From an optimization exercise on the open Yosys and OpenROAD flow, aimed at small area, a short achievable clock period and few clock cycles per item; shortcuts taken in it are not production practice.
The RTL was checked by simulation tests, not by an equivalence proof against the original design.

## flow/config.mk

```make
export PLATFORM = sky130hd
export DESIGN_NAME = mult_div_unit
export DESIGN_NICKNAME = mult_div_unit
export VERILOG_FILES = /design/flow/design.v
export SDC_FILE = /design/flow/constraint.sdc
export NUM_CORES = 4
export LEC_CHECK = 0
export CAP_MARGIN = 20
export CORE_MARGIN = 2
export CORE_UTILIZATION = 40
export CTS_BUF_LIST = sky130_fd_sc_hd__clkbuf_4 sky130_fd_sc_hd__clkbuf_8
export SLEW_MARGIN = 20
```

## flow/constraint.sdc

```tcl
create_clock -name core_clock -period 11.0 [get_ports {clk}]
set_input_delay 2.2000 -clock core_clock [delete_from_list [all_inputs] [get_ports {clk}]]
set_output_delay 2.2000 -clock core_clock [all_outputs]
set_load 0.01 [all_outputs]
```

## flow/design.v

```verilog
package md_pkg;
   localparam int MD_WIDTH = 32;
   localparam logic [1:0] NO_MULT_DIV = 2'b00;
   localparam logic [1:0] MULT        = 2'b01;
   localparam logic [1:0] DIV         = 2'b10;
   typedef enum logic [1:0] {
      ST_IDLE = 2'b00,
      ST_MUL  = 2'b01,
      ST_DIV  = 2'b10,
      ST_FIX  = 2'b11
   } md_state_e;
endpackage
module md_lzc #(
   parameter int WIDTH = 32,
   parameter int CW    = $clog2(WIDTH)
) (
   input  logic [WIDTH-1:0] val_i,
   output logic [CW-1:0]    cnt_o,
   output logic             zero_o
);
   if (WIDTH == 2) begin : g_leaf
      assign zero_o   = ~(val_i[1] | val_i[0]);
      assign cnt_o[0] = ~val_i[1];
   end else begin : g_node
      logic [CW-2:0] cnt_h, cnt_l;
      logic          zero_h, zero_l;
      md_lzc #(.WIDTH(WIDTH / 2)) u_h (
         .val_i  (val_i[WIDTH-1:WIDTH/2]),
         .cnt_o  (cnt_h),
         .zero_o (zero_h)
      );
      md_lzc #(.WIDTH(WIDTH / 2)) u_l (
         .val_i  (val_i[WIDTH/2-1:0]),
         .cnt_o  (cnt_l),
         .zero_o (zero_l)
      );
      assign zero_o = zero_h & zero_l;
      assign cnt_o  = zero_h ? {1'b1, cnt_l} : {1'b0, cnt_h};
   end
endmodule
import md_pkg::*;
module mult_div_unit
#(
   parameter int WIDTH = MD_WIDTH
) (
   input  logic             clk,
   input  logic             rst,
   input  logic             mult_en_e,
   input  logic             div_en_e,
   input  logic             unsigned_instr_e,
   input  logic             hi_write_e,
   input  logic             lo_write_e,
   input  logic [1:0]       hi_src_e,
   input  logic [1:0]       lo_src_e,
   input  logic [WIDTH-1:0] src_a_e,
   input  logic [WIDTH-1:0] src_b_e,
   output logic [WIDTH-1:0] hi_out,
   output logic [WIDTH-1:0] lo_out,
   output logic             busy,
   output logic             done
);
   localparam int AW   = WIDTH + 5;           
   localparam int LW   = $clog2(WIDTH) + 1;   
   localparam int SKIP = 8;                   
   localparam int NCP  = 2;                   
   logic             op_mul_q,  op_mul_d;     
   logic             op_mulc_q, op_mulc_d;    
   logic             op_dpre_q, op_dpre_d;    
   logic             op_skip_q, op_skip_d;    
   logic             op_step_q, op_step_d;    
   logic             op_dcor_q, op_dcor_d;    
   logic             op_dnq_q,  op_dnq_d;     
   logic             op_dnr_q,  op_dnr_d;     
   logic [WIDTH-1:0] hi_q, hi_d;
   logic [WIDTH-1:0] lo_q, lo_d;
   logic             busy_q, busy_d;
   logic             done_q, done_d;
   logic [WIDTH:0]   m_q, m_d;         
   logic             ext_q, ext_d;     
   logic [LW-1:0]    cnt_q, cnt_d;     
   logic [LW-1:0]    n_q, n_d;         
   logic             sa_q, sa_d;       
   logic             cf_q, cf_d;       
   logic             short_q, short_d;  
   logic             negq_q, negq_d;   
   logic             negr_q, negr_d;   
   logic [NCP-1:0]   one0_r, two0_r, neg0_r, one1_r, two1_r, neg1_r, cin_r;
   logic [NCP-1:0]   xdiv_r, xnlo_r, xnhi_r;    
   logic [NCP-1:0]   one0_c, two0_c, neg0_c, one1_c, two1_c, neg1_c, cin_c;
   logic [NCP-1:0]   xdiv_c, xnlo_c, xnhi_c;
   localparam logic [NCP-1:0] INV = 2'b10;
   assign one0_c = one0_r ^ INV;
   assign two0_c = two0_r ^ INV;
   assign neg0_c = neg0_r ^ INV;
   assign one1_c = one1_r ^ INV;
   assign two1_c = two1_r ^ INV;
   assign neg1_c = neg1_r ^ INV;
   assign cin_c  = cin_r ^ INV;
   assign xdiv_c = xdiv_r ^ INV;
   assign xnlo_c = xnlo_r ^ INV;
   assign xnhi_c = xnhi_r ^ INV;
   logic             one0_d, two0_d, neg0_d, one1_d, two1_d, neg1_d, cin_d;
   logic             sb;
   assign sb = m_q[WIDTH];
   function automatic logic [2:0] booth(input logic b2, input logic b1, input logic b0);
      booth[0] = b1 ^ b0;
      booth[1] = (b2 & ~b1 & ~b0) | (~b2 & b1 & b0);
      booth[2] = b2 & ~(b1 & b0);
   endfunction
   logic [AW-1:0] add_x, msx, pp0, pp1, op_c, csa_s, csa_c, sum;
   logic          rneg;
   assign msx = {{(AW-WIDTH-1){m_q[WIDTH]}}, m_q};
   always_comb begin
      for (int i = 0; i < AW; i++) begin
         int c;
         logic xb, mb, mb2, nb;
         c = (i * NCP) / AW;
         if (i == 0)          xb = lo_q[WIDTH-1];
         else if (i <= WIDTH) xb = hi_q[i-1];
         else                 xb = ext_q;
         if (xdiv_c[c]) add_x[i] = xb;
         else if (xnlo_c[c]) add_x[i] = (i < WIDTH) ? ~lo_q[i] : 1'b1;
         else if (xnhi_c[c]) add_x[i] = (i < WIDTH) ? ~hi_q[i] : 1'b1;
         else add_x[i] = (i < WIDTH) ? hi_q[i] : ext_q;
         mb  = msx[i];
         mb2 = (i == 0) ? 1'b0 : msx[i-1];
         pp0[i] = ((two0_c[c] & mb2) | (one0_c[c] & mb)) ^ neg0_c[c];
         pp1[i] = ((two1_c[c] & mb2) | (one1_c[c] & mb)) ^ neg1_c[c];
      end
   end
   assign op_c = {pp1[AW-3:0], neg1_c[0], neg1_c[0]};
   assign csa_s = add_x ^ pp0 ^ op_c;
   assign csa_c = {(add_x[AW-2:0] & pp0[AW-2:0]) | (add_x[AW-2:0] & op_c[AW-2:0]) |
                   (pp0[AW-2:0] & op_c[AW-2:0]), neg1_c[0]};
   assign sum   = csa_s + csa_c + AW'(cin_c[0]);
   assign rneg  = sum[AW-1];
   logic             idle;
   logic [LW-2:0] lzc_a, lzc_b;
   logic          zero_a, zero_b;
   logic [LW-1:0] lz_a, lz_b;
   logic          fast;
   logic          div0;
   logic [LW:0]   nsteps;
   logic [LW-1:0] lz_a_q, lz_b_q;
   logic          zero_b_q;
   md_lzc #(.WIDTH(WIDTH)) u_lzc_a (
      .val_i  (src_a_e ^ {WIDTH{~unsigned_instr_e & src_a_e[WIDTH-1]}}),
      .cnt_o  (lzc_a),
      .zero_o (zero_a)
   );
   md_lzc #(.WIDTH(WIDTH)) u_lzc_b (
      .val_i  (src_b_e ^ {WIDTH{~unsigned_instr_e & src_b_e[WIDTH-1]}}),
      .cnt_o  (lzc_b),
      .zero_o (zero_b)
   );
   always_ff @(posedge clk) begin
      lz_a_q   <= zero_a ? LW'(WIDTH) : {1'b0, lzc_a};
      lz_b_q   <= zero_b ? LW'(WIDTH) : {1'b0, lzc_b};
      zero_b_q <= zero_b;
   end
   assign lz_a   = lz_a_q;
   assign lz_b   = (zero_b_q & sb) ? LW'(WIDTH - 1) : lz_b_q;
   assign fast   = ({1'b0, lz_b} + (LW+1)'(sa_q)) < {1'b0, lz_a};
   assign div0   = zero_b_q & ~sb;
   assign nsteps = div0 ? (LW+1)'(WIDTH) :
                   ({1'b0, lz_b} - {1'b0, lz_a} + (LW+1)'(sa_q) + (LW+1)'(1));
   logic [2:0]       bd0, bd1;
   logic             sh_a;
   function automatic logic is_short(input logic [WIDTH-1:0] v, input logic uns);
      is_short = uns ? ~|v[WIDTH-1:15] : (&v[WIDTH-1:15] | ~|v[WIDTH-1:15]);
   endfunction
   assign sh_a = is_short(src_a_e, unsigned_instr_e);
   assign idle = ~(op_mul_q | op_mulc_q | op_dpre_q | op_skip_q | op_step_q |
                   op_dcor_q | op_dnq_q | op_dnr_q);
   always_comb begin
      op_mul_d  = 1'b0;
      op_mulc_d = 1'b0;
      op_dpre_d = 1'b0;
      op_skip_d = 1'b0;
      op_step_d = 1'b0;
      op_dcor_d = 1'b0;
      op_dnq_d  = 1'b0;
      op_dnr_d  = 1'b0;
      hi_d   = hi_q;
      lo_d   = lo_q;
      busy_d = busy_q;
      done_d = 1'b0;
      m_d    = m_q;
      ext_d  = ext_q;
      cnt_d  = cnt_q;
      n_d    = n_q;
      sa_d   = sa_q;
      cf_d   = cf_q;
      short_d = short_q;
      negq_d = negq_q;
      negr_d = negr_q;
      one0_d = 1'b0;
      two0_d = 1'b0;
      neg0_d = 1'b0;
      one1_d = 1'b0;
      two1_d = 1'b0;
      neg1_d = 1'b0;
      cin_d  = 1'b1;
      bd0 = booth(lo_q[5], lo_q[4], lo_q[3]);
      bd1 = booth(lo_q[7], lo_q[6], lo_q[5]);
      if (idle) begin
         if (mult_en_e || div_en_e) begin
            lo_d    = src_a_e;
            hi_d    = mult_en_e ? '0 : src_a_e;
            ext_d   = 1'b0;
            m_d     = {~unsigned_instr_e & src_b_e[WIDTH-1], src_b_e};
            sa_d    = ~unsigned_instr_e & src_a_e[WIDTH-1];
            cf_d    = unsigned_instr_e & src_a_e[WIDTH-1];
            short_d = sh_a;
            cnt_d   = sh_a ? LW'(WIDTH / 8) : LW'(WIDTH / 4);
            busy_d  = 1'b1;
            if (mult_en_e) begin
               op_mul_d = 1'b1;
               bd0 = booth(src_a_e[1], src_a_e[0], 1'b0);
               bd1 = booth(src_a_e[3], src_a_e[2], src_a_e[1]);
               {neg0_d, two0_d, one0_d} = bd0;
               {neg1_d, two1_d, one1_d} = bd1;
               cin_d = bd0[2];
            end else begin
               op_dpre_d = 1'b1;
            end
         end else begin
            if (hi_write_e && (hi_src_e == NO_MULT_DIV)) hi_d = src_a_e;
            if (lo_write_e && (lo_src_e == NO_MULT_DIV)) lo_d = src_a_e;
         end
      end
      if (op_mul_q) begin
         hi_d  = sum[WIDTH+3:4];
         ext_d = sum[AW-1];
         lo_d  = {sum[3:0], lo_q[WIDTH-1:4]};
         cnt_d = cnt_q - LW'(1);
         if (cnt_q == LW'(1)) begin
            if (short_q) begin
               hi_d   = {{(WIDTH-AW+20){sum[AW-1]}}, sum[AW-1:20]};
               lo_d   = {sum[19:0], lo_q[WIDTH-1:20]};
               busy_d = 1'b0;
               done_d = 1'b1;
            end else if (cf_q) begin
               op_mulc_d = 1'b1;
               one0_d    = 1'b1;
               cin_d     = 1'b0;
            end else begin
               busy_d = 1'b0;
               done_d = 1'b1;
            end
         end else begin
            op_mul_d = 1'b1;
            {neg0_d, two0_d, one0_d} = bd0;
            {neg1_d, two1_d, one1_d} = bd1;
            cin_d = bd0[2];
         end
      end
      if (op_mulc_q) begin
         hi_d   = sum[WIDTH-1:0];
         busy_d = 1'b0;
         done_d = 1'b1;
      end
      if (op_dpre_q) begin
         negq_d = (sa_q ^ sb) & ~div0;
         negr_d = sa_q;
         n_d    = nsteps[LW-1:0];
         cnt_d  = LW'(WIDTH);
         if (fast) begin
            lo_d   = '0;
            busy_d = 1'b0;
            done_d = 1'b1;
         end else begin
            hi_d = '0;
            if (sa_q) lo_d = sum[WIDTH-1:0];
            if (nsteps <= (LW+1)'(WIDTH - SKIP)) op_skip_d = 1'b1;
            else                                 op_step_d = 1'b1;
            one0_d = 1'b1;
            neg0_d = ~sb;
            cin_d  = ~sb;
         end
      end
      if (op_skip_q) begin
         {hi_d, lo_d} = {hi_q, lo_q} << SKIP;
         cnt_d = cnt_q - LW'(SKIP);
         if ({1'b0, cnt_q} >= ({1'b0, n_q} + (LW+1)'(2 * SKIP))) op_skip_d = 1'b1;
         else                                                   op_step_d = 1'b1;
         one0_d = 1'b1;
         neg0_d = ~sb;
         cin_d  = ~sb;
      end
      if (op_step_q) begin
         hi_d  = sum[WIDTH-1:0];
         ext_d = rneg;
         lo_d  = {lo_q[WIDTH-2:0], ~rneg};
         cnt_d = cnt_q - LW'(1);
         if (cnt_q == LW'(1)) begin
            if (rneg) begin
               op_dcor_d = 1'b1;
               one0_d    = 1'b1;
               neg0_d    = sb;
               cin_d     = sb;
            end else if (negq_q) begin
               op_dnq_d = 1'b1;
            end else if (negr_q) begin
               op_dnr_d = 1'b1;
            end else begin
               busy_d = 1'b0;
               done_d = 1'b1;
            end
         end else begin
            op_step_d = 1'b1;
            one0_d    = 1'b1;
            neg0_d    = ~(sb ^ rneg);
            cin_d     = ~(sb ^ rneg);
         end
      end
      if (op_dcor_q) begin
         hi_d  = sum[WIDTH-1:0];
         ext_d = 1'b0;
         if (negq_q) begin
            op_dnq_d = 1'b1;
         end else if (negr_q) begin
            op_dnr_d = 1'b1;
         end else begin
            busy_d = 1'b0;
            done_d = 1'b1;
         end
      end
      if (op_dnq_q) begin
         lo_d = sum[WIDTH-1:0];
         if (negr_q) begin
            op_dnr_d = 1'b1;
         end else begin
            busy_d = 1'b0;
            done_d = 1'b1;
         end
      end
      if (op_dnr_q) begin
         hi_d   = sum[WIDTH-1:0];
         busy_d = 1'b0;
         done_d = 1'b1;
      end
   end
   always_ff @(posedge clk or posedge rst) begin
      if (rst) begin
         op_mul_q  <= 1'b0;
         op_mulc_q <= 1'b0;
         op_dpre_q <= 1'b0;
         op_skip_q <= 1'b0;
         op_step_q <= 1'b0;
         op_dcor_q <= 1'b0;
         op_dnq_q  <= 1'b0;
         op_dnr_q  <= 1'b0;
         hi_q      <= '0;
         lo_q      <= '0;
         busy_q    <= 1'b0;
         done_q    <= 1'b0;
      end else begin
         op_mul_q  <= op_mul_d;
         op_mulc_q <= op_mulc_d;
         op_dpre_q <= op_dpre_d;
         op_skip_q <= op_skip_d;
         op_step_q <= op_step_d;
         op_dcor_q <= op_dcor_d;
         op_dnq_q  <= op_dnq_d;
         op_dnr_q  <= op_dnr_d;
         hi_q      <= hi_d;
         lo_q      <= lo_d;
         busy_q    <= busy_d;
         done_q    <= done_d;
      end
   end
   always_ff @(posedge clk) begin
      m_q    <= m_d;
      ext_q  <= ext_d;
      cnt_q  <= cnt_d;
      n_q    <= n_d;
      sa_q   <= sa_d;
      cf_q   <= cf_d;
      short_q <= short_d;
      negq_q <= negq_d;
      negr_q <= negr_d;
   end
   logic [9:0] ctl_d;
   assign ctl_d = {one0_d, two0_d, neg0_d, one1_d, two1_d, neg1_d, cin_d,
                   op_step_d, op_dpre_d | op_dnq_d, op_dnr_d};
   always_ff @(posedge clk) begin
      for (int c = 0; c < 2; c++) begin
         {one0_r[c], two0_r[c], neg0_r[c], one1_r[c], two1_r[c], neg1_r[c], cin_r[c],
          xdiv_r[c], xnlo_r[c], xnhi_r[c]} <= ctl_d ^ {10{INV[c]}};
      end
   end
   assign hi_out = hi_q;
   assign lo_out = lo_q;
   assign busy   = busy_q;
   assign done   = done_q;
endmodule
```

## flow/flow/run.sh

```bash
#!/bin/bash
# Layout flow: the standard ORFS flow (standard synthesis, floorplan,
# placement, CTS, routing) with two changes:
#  - timing repair is asked to leave more setup slack than the clock period
#    needs (flow/setup_margin, in ns), so the achieved period shrinks;
#  - the port buffers are plain buffers (flow/port_buffer) instead of the
#    delay cell the resizer picks by default.
# All of make's output goes to flow_make.log in the work folder; ORFS keeps
# each tool's own log under orfs/logs.
set -euo pipefail
MARGIN=$(cat flow/setup_margin)
PORTBUF=$(cat flow/port_buffer)
bash standard.sh SETUP_SLACK_MARGIN="$MARGIN" "BUFFER_PORTS_ARGS=-buffer_cell $PORTBUF" finish > flow_make.log 2>&1
```

## flow/flow/port_buffer

```
sky130_fd_sc_hd__buf_1
```

## flow/flow/setup_margin

```
6.5
```

## flow/standard.sh

```bash
#!/bin/bash
# synth_recipe.tcl (not shown) runs the flow's synth.tcl, then flattens the netlist and writes it again
# the make line also repeats each setting of config.mk as NAME=value (left out here)
make -C /OpenROAD-flow-scripts/flow DESIGN_CONFIG=/design/flow/config.mk WORK_HOME=/design/flow/orfs CLKGATE_MAP_FILE= SYNTH_SCRIPT=/design/flow/synth_recipe.tcl "${@:-finish}"
```

==> notes.md, run 1 <==
measured slew at the worst slew-check pin 1.05 ns; I/O Buffers between 100 and 150; sequential area share after synthesis 25.4%; Main synth FF type dfrtp_1; Routed Wire Length 66200 um; Crit. End Element flip-flop; Mapped Cells 2002; Rel. slew slack roughly 30%; Routability Congestion 0.976; largest net degree at the start of global routing between 90 and 100; Residual DRC 0; hold crit path type flip-flop to flip-flop; met3 Track Usage GR 6.87%; Worst Setup Slack, final 6.56 ns; Final Slew Violations 0; drt first pass iters 9; via count 16800; commonest non-fill, non-tap cell in the layout nand2_1; GR peak layer met2; Reg area 0.00406 mm^2; Global Route met2 Usage 47.3%; WL/cell 25.4 um; first-pass GRT wire length 97200 um; H-tree levels 4; setup_tns 0 ns; Multi-input gate area 0.0114 mm^2; Synth Register Bits 156; antenna violations before repair 2; syn_nets 2182; Die W 202 um; fmax 225 MHz; clock slew at reported path FFs 0.10 ns; status no timing/DRC/antenna violations; Global Route Usage Sum 31.4%; Clock Skew 0.0216 ns; ANT nets after route 0; CP Launch Type flip-flop; root buf cell clkbuf_8; final setup fails 0; clock latency (worst-skew pair) 0.51 ns; cell area after synthesis 0.0157 mm^2; CTS tree yes; layout cells sized above 1 approximately an eighth; synth-to-layout area growth 13.6%; vias in the first global route 15300; fin crit share 40.3%; unrepaired setup endpoints after global routing true; CTS max path bufs 2; # hold bufs at CTS 0; Worst Hold Slack 0.526 ns; die height 202 um; DR iter-0 viols ~2100; EDFF count, synth 50; commonest non-fill, non-tap cells in the layout nand2_1 (221), nor2_1 (175), a21oi_1 (149), buf_1 (140), inv_1 (109); Yosys top cell area share 11.8%; Post-DP HPWL 48800 um; final-report hold violation count 0; gr ovfl total 0; sinks on the clock net 156; n_diodes 0; FILL cells between 3000 and 4000; Cell variety after synth 82; worst path required time 11.45 ns; Tmin final 4.44 ns; synth top area cells dfrtp_1 (12%), edfxtp_1 (9.5%), nand2_1 (5.3%); yosys warns 1; async set-reset flop share out of synthesis 47.4%; Via density around 6.4; Critical Path AT 4.89 ns; crit path kind flip-flop to flip-flop; Net count, final 2259; Placed Cells around 2500; Place WS 5.36 ns; Post-Layout Cell Count approximately 2600; Die Area 0.0409 mm^2; core area 0.0387 mm^2; Synth area leader dfrtp_1; starting density of the core 40.6%; I/O Pins roughly 140; TritonCTS buffer count 17; Global Route met1 Usage 43.2%; Finished Core Util 46.2%; Syn Area/Cell between 7 and 8 um^2; CP Max Fanout 8; MaxCap Viol Count 0; Core Rows roughly 70
## cell type report
type	instances	area share, %
clock buffers	21	1.48
clock inverters	11	0.665
well taps	518	3.62
multi-input cells	1593	63.5
inverters	112	2.38
flip-flops and latches	156	22.7
repair buffers	198	5.65
repair inverters	1	0.0280
## logic make-up (layout without fill, tap and decap cells)
family / after synthesis / after routing / synth area share, %
compound gates: 668 / 668 / 28.7
xor+xnor: 149 / 149 / 8.34
fa+ha+maj: 105 / 105 / 10.2
buf+inv: 253 / 343 / 6.38
flops: 156 / 156 / 25.4
mux: 40 / 40 / 2.66
simple gates: 631 / 631 / 18.4
## synth_stat cells, drive strengths merged, types with 29 or more instances
cell type  number
a211oi         36
inv           111
nand2b         29
ha             66
clkbuf        111
nand2         223
mux2i          32
nor3           45
dfrtp          74
edfxtp         50
o21ai         121
nor2          178
o22ai          55
dfxtp          32
xnor2          65
nand3          33
a21oi         161
a221oi         35
xor2           84
a22oi          65
fa             39
buf            30
## worst max-delay path, cell delays in order (launching register included)
cell	delay (ns)
dfrtp_1	0.73
a211oi_2	0.17
a21oi_1	0.28
fa_1	0.47
inv_1	0.11
ha_4	0.23
a211o_1	0.30
a221oi_4	0.25
o21ai_4	0.13
a2111o_1	0.48
a31oi_4	0.31
o41ai_4	0.13
mux2i_1	0.16
or4_1	0.52
nand3_1	0.09
## stage by stage
| step | instance area (um^2) |
|---|---|
| 6_report | 17900 |
| 5_1_grt | 17900 |
| 4_1_cts | 17300 |
| 3_5_place_dp | 16600 |
| 3_3_place_gp | 16600 |
| 2_1_floorplan | 15800 |
## final timing paths
check	from	to	slack, ns	cells past startpoint
worst min register to register	ext_q	ext_q	0.53	2
min in group asynchronous	rst	lo_q[3]	1.85	3
worst max-delay path	lo_q[7]	hi_q[30]	6.56	14
worst min-delay path	ext_q	ext_q	0.53	2
max in group asynchronous	rst	lo_q[31]	8.55	3
worst max register to register	lo_q[7]	hi_q[30]	6.56	14
## routing by layer
metal | wire length [um] | up-vias
met5 | 0 | -
met3 | 7460 | 217
met2 | 28200 | 1074
met4 | 3250 | 0
met1 | 27300 | 7982
li1 | - | 7478
## repair_timing
action,CTS,global route
resized for setup,64,99
setup buffers,13,20
pin swaps,5,18
endpoints found under the setup margin,74,55
cloned,1,0
## registers in the layout (all words and copies together) (netlist names), 6 cells and up
signal / count
hi_q: 32
lz_b_q: 6
m_q: 33
cnt_q: 6
n_q: 6
lz_a_q: 6
lo_q: 32
Testbench counts, summed over its fixed seeds: cycles 23,002, ops 2,400.
==> inputs of run 2 (changes only) <==
--- a/flow/design.v
+++ b/flow/design.v
@@ -62,7 +62,7 @@
    localparam int AW   = WIDTH + 5;           
    localparam int LW   = $clog2(WIDTH) + 1;   
    localparam int SKIP = 8;                   
-   localparam int NCP  = 2;                   
+   localparam int NCP  = 4;                   
    logic             op_mul_q,  op_mul_d;     
    logic             op_mulc_q, op_mulc_d;    
    logic             op_dpre_q, op_dpre_d;    
@@ -85,10 +85,11 @@
    logic             negq_q, negq_d;   
    logic             negr_q, negr_d;   
    logic [NCP-1:0]   one0_r, two0_r, neg0_r, one1_r, two1_r, neg1_r, cin_r;
-   logic [NCP-1:0]   xdiv_r, xnlo_r, xnhi_r;    
+   logic [NCP-1:0]   xacc_r, xdiv_r;         
+   logic [NCP-1:0]   ylo_r, yhi_r;           
    logic [NCP-1:0]   one0_c, two0_c, neg0_c, one1_c, two1_c, neg1_c, cin_c;
-   logic [NCP-1:0]   xdiv_c, xnlo_c, xnhi_c;
-   localparam logic [NCP-1:0] INV = 2'b10;
+   logic [NCP-1:0]   xacc_c, xdiv_c, ylo_c, yhi_c;
+   localparam logic [NCP-1:0] INV = 4'b1010;
    assign one0_c = one0_r ^ INV;
    assign two0_c = two0_r ^ INV;
    assign neg0_c = neg0_r ^ INV;
@@ -96,9 +97,10 @@
    assign two1_c = two1_r ^ INV;
    assign neg1_c = neg1_r ^ INV;
    assign cin_c  = cin_r ^ INV;
+   assign xacc_c = xacc_r ^ INV;
    assign xdiv_c = xdiv_r ^ INV;
-   assign xnlo_c = xnlo_r ^ INV;
-   assign xnhi_c = xnhi_r ^ INV;
+   assign ylo_c  = ylo_r ^ INV;
+   assign yhi_c  = yhi_r ^ INV;
    logic             one0_d, two0_d, neg0_d, one1_d, two1_d, neg1_d, cin_d;
    logic             sb;
    assign sb = m_q[WIDTH];
@@ -118,13 +120,12 @@
          if (i == 0)          xb = lo_q[WIDTH-1];
          else if (i <= WIDTH) xb = hi_q[i-1];
          else                 xb = ext_q;
-         if (xdiv_c[c]) add_x[i] = xb;
-         else if (xnlo_c[c]) add_x[i] = (i < WIDTH) ? ~lo_q[i] : 1'b1;
-         else if (xnhi_c[c]) add_x[i] = (i < WIDTH) ? ~hi_q[i] : 1'b1;
-         else add_x[i] = (i < WIDTH) ? hi_q[i] : ext_q;
+         add_x[i] = (xdiv_c[c] & xb) | (xacc_c[c] & ((i < WIDTH) ? hi_q[i] : ext_q));
          mb  = msx[i];
          mb2 = (i == 0) ? 1'b0 : msx[i-1];
-         pp0[i] = ((two0_c[c] & mb2) | (one0_c[c] & mb)) ^ neg0_c[c];
+         pp0[i] = ((two0_c[c] & mb2) | (one0_c[c] & mb) |
+                   (ylo_c[c] & ((i < WIDTH) ? lo_q[i] : 1'b0)) |
+                   (yhi_c[c] & ((i < WIDTH) ? hi_q[i] : 1'b0))) ^ neg0_c[c];
          pp1[i] = ((two1_c[c] & mb2) | (one1_c[c] & mb)) ^ neg1_c[c];
       end
    end
@@ -196,7 +197,7 @@
       negr_d = negr_q;
       one0_d = 1'b0;
       two0_d = 1'b0;
-      neg0_d = 1'b0;
+      neg0_d = 1'b1;
       one1_d = 1'b0;
       two1_d = 1'b0;
       neg1_d = 1'b0;
@@ -243,6 +244,7 @@
             end else if (cf_q) begin
                op_mulc_d = 1'b1;
                one0_d    = 1'b1;
+               neg0_d    = 1'b0;
                cin_d     = 1'b0;
             end else begin
                busy_d = 1'b0;
@@ -381,13 +383,27 @@
       negq_q <= negq_d;
       negr_q <= negr_d;
    end
-   logic [9:0] ctl_d;
+   logic [10:0] ctl_d;
    assign ctl_d = {one0_d, two0_d, neg0_d, one1_d, two1_d, neg1_d, cin_d,
-                   op_step_d, op_dpre_d | op_dnq_d, op_dnr_d};
+                   op_mul_d | op_mulc_d | op_dcor_d, op_step_d,
+                   op_dpre_d | op_dnq_d, op_dnr_d};
    always_ff @(posedge clk) begin
       for (int c = 0; c < 2; c++) begin
          {one0_r[c], two0_r[c], neg0_r[c], one1_r[c], two1_r[c], neg1_r[c], cin_r[c],
-          xdiv_r[c], xnlo_r[c], xnhi_r[c]} <= ctl_d ^ {10{INV[c]}};
+          xacc_r[c], xdiv_r[c], ylo_r[c], yhi_r[c]} <= ctl_d ^ {11{INV[c]}};
+      end
+   end
+   always_ff @(posedge clk or posedge rst) begin
+      if (rst) begin
+         for (int c = 2; c < NCP; c++) begin
+            {one0_r[c], two0_r[c], neg0_r[c], one1_r[c], two1_r[c], neg1_r[c], cin_r[c],
+             xacc_r[c], xdiv_r[c], ylo_r[c], yhi_r[c]} <= '0;
+         end
+      end else begin
+         for (int c = 2; c < NCP; c++) begin
+            {one0_r[c], two0_r[c], neg0_r[c], one1_r[c], two1_r[c], neg1_r[c], cin_r[c],
+             xacc_r[c], xdiv_r[c], ylo_r[c], yhi_r[c]} <= ctl_d ^ {11{INV[c]}};
+         end
       end
    end
    assign hi_out = hi_q;
--- a/flow/config.mk
+++ b/flow/config.mk
@@ -7,6 +7,6 @@
 export LEC_CHECK = 0
 export CAP_MARGIN = 20
 export CORE_MARGIN = 2
-export CORE_UTILIZATION = 40
+export CORE_UTILIZATION = 60
 export CTS_BUF_LIST = sky130_fd_sc_hd__clkbuf_4 sky130_fd_sc_hd__clkbuf_8
 export SLEW_MARGIN = 20
==> notes.md, run 2 <==
status no timing/DRC/antenna violations; fin crit share 40.4%; Core Rows a little under 60; Routed Wire Length between 60000 and 70000 um; Reg2Reg Setup Slack 6.55 ns; top cells by count, synth nand2_1 (190), inv_1 (165), a21oi_1 (132); synth-to-layout area growth 11.5%; core area 0.0261 mm^2; Net count, final approximately 2200; Routability Congestion 1.08; ANT nets after route 0; Worst Setup Slack, final 6.55 ns; Mapped Cells 1959; CP Launch Type flip-flop; most frequent cell after synthesis nand2_1; DR iter-0 viols 3212; Main synth FF type dfrtp_1; Rel. slew slack 15.8%; hold depth 2; Residual DRC 0; async set-reset flop share out of synthesis between 50% and 60%; EDFF count, synth 50; Largest register FFs 33; via count 17300; setup_tns 0 ns; Synth Register Bits ~180; first-pass GRT wire length 96100 um; Post-DP HPWL about 48000 um; MaxCap Viol Count 0; max incr delay on CP 0.53 ns; root buf cell clkbuf_8; die height ~170 um; drt first pass iters 13; Clock Skew 0.0219 ns; clock latency (worst-skew pair) around 0.5 ns; WL/cell 27.2 um; cell area after synthesis 0.0159 mm^2; final-report hold violation count 0; I/O Pins 141; crit path kind flip-flop to flip-flop; Multi-input gate area 0.0108 mm^2; FILL cells 2250; starting density of the core 61.1%; Largest Register m_q; Via density between 7 and 8; unrepaired setup endpoints after global routing true; worst-path cell chain inv_1, o22ai_1, a221oi_1, xnor2_1, fa_1, inv_1, ha_1, and3_1, and2_1, o2111a_2, o211ai_1, and3_2, or2_4, a21o_1, a211o_4; Cell variety after synth 94; antenna violations before repair 3; Levels on crit path 15; synth top area cells dfrtp_1 (14%), edfxtp_1 (9.4%), ha_1 (5.2%); Syn Area/Cell 8.13 um^2; yosys warns 1; worst path required time between 10 and 15 ns; Crit. End Element flip-flop; final setup fails 0; CP Max Fanout 9; clock slew at reported path FFs 0.11 ns; Place WS 6.01 ns; Tmin final 4.45 ns; R2R cell count 15; commonest non-fill, non-tap cell in the layout nand2_1; buffers and inverters on the worst path 2; CTS max path bufs 2; largest net degree at the start of global routing ~90; Die W 167 um; Die Area about 0.028 mm^2; Final Slew Violations 0; Worst path slowest cell fa_1; hold crit path type flip-flop to flip-flop; fmax 225 MHz; Global Route Usage Sum between 40% and 50%; sinks on the clock net 175; cell family with most CP delay compound AO/OA/AOI/OAI gates; CTS tree yes; Synth area leader dfrtp_1; TritonCTS buffer count 17; commonest non-fill, non-tap cells in the layout nand2_1 (189), inv_1 (160), buf_1 (140), a21oi_1 (125), o21ai_0 (124); syn_nets 2139; Critical Path AT 4.81 ns; I/O Buffers 140; gr ovfl total 0; # hold bufs at CTS 0; H-tree levels 4; vias in the first global route 15700; layout cells sized above 1 12.2%; Crit path top cell by count inv_1; Reg area 0.00452 mm^2; measured slew at the worst slew-check pin 1.25 ns; Yosys top cell area share 14.4%; biggest regs m_q (33), hi_q (32), lo_q (32); sequential area share after synthesis 28.0%
==> run 2: per-stage QoR <==
stage	hold slack, ns	cells	util (%)	area (um^2)
global placement	0.524	2326	63.6	16600
floorplan	0.477	1959	-	15900
detailed placement	0.531	2326	63.6	16600
CTS	0.551	2369	65.9	17200
finish	0.552	2402	68.2	17800
global route	0.584	2401	68.2	17800
==> run 2: logic make-up (layout without fill, tap and decap cells) <==
| family | Yosys count | count (layout) | synth area share [%] |
|---|---|---|---|
| mux | 34 | 34 | 2.21 |
| buf+inv | 296 | 403 | 7.15 |
| simple gates | 551 | 551 | 16.6 |
| compound gates | 689 | 689 | 29.9 |
| flops | 175 | 175 | 28.0 |
| other cells | 0 | 1 | 0 |
| xor+xnor | 109 | 109 | 6.04 |
| fa+ha+maj | 105 | 105 | 10.1 |
==> run 2: routing by layer <==
metal | share of wire, % | up-vias | global-route usage [%]
met2 | 40 | 1406 | 64.8
li1 | - | 7443 | -
met3 | 16 | 364 | 17.3
met4 | 7.5 | 4 | 26.2
met1 | 36 | 8069 | 58.9
met5 | 0.037 | - | 0
==> run 2: worst min-delay path, stage by stage (launching register included) <==
cell and delay [ns]:
dfrtp_1 0.39, nor2_1 0.06, nor2_1 0.08
==> run 2: final cells by class <==
cell class / count / area share [%]
timing repair buffer: 202 / 5.58
tap: 335 / 2.36
sequential: 175 / 25.4
inverter: 168 / 3.63
multi-input combinational: 1488 / 60.7
timing repair inverter: 1 / 0.0282
antenna: 1 / 0.0141
clock inverter: 15 / 0.951
clock buffer: 17 / 1.32
==> run 2: path summary, 6_finish.rpt <==
path                                  end     start
worst max-delay path            neg0_r[0]  lo_q[16]
worst min-delay path               busy_q    busy_q
worst max register to register  neg0_r[0]  lo_q[16]
worst min register to register     busy_q    busy_q
max in group asynchronous        lo_q[27]       rst
min in group asynchronous         lo_q[1]       rst
==> run 2: what timing repair did <==
action,4_1_cts,5_1_grt
buffers inserted,11,31
setup endpoints to repair,56,70
pin swaps,10,23
gates resized for setup,44,80
cloned,0,1
Testbench counts of run 2, summed over its fixed seeds: cycles 23,002, ops 2,400.

## port drivers added, routing unchanged
No port has a modelled driver above. Below, the same layouts with a new extraction and two added sets of constraints.
Step 1, drivers: a clkbuf_16 drives clk and a buf_2 each remaining input, both assumed.
Step 2 moves the port delays by t, midway between the first and last clock arrival at a register: inputs arrive t later, outputs are due t later. That takes back most of the time a late clock gives input paths.
Slacks: ideal ports / drivers / drivers and shift; pairs: ideal ports / drivers.
run	t (ns)	setup WS [ns]	hold slack, ns	clock arrival spread, ns	slew at the worst register clock pin (ns)
run 1	0.550	6.563 / 6.563 / 6.235	0.526 / 0.526 / 0.526	0.022 / 0.022	0.10 / 0.10
run 2	0.530	6.553 / 6.553 / 6.120	0.552 / 0.552 / 0.552	0.022 / 0.022	0.12 / 0.12
After both steps every run listed still meets setup and hold. The setup slack of run 2, which loses most, moves by 0.000 ns with the drivers and by -0.433 ns with both steps.
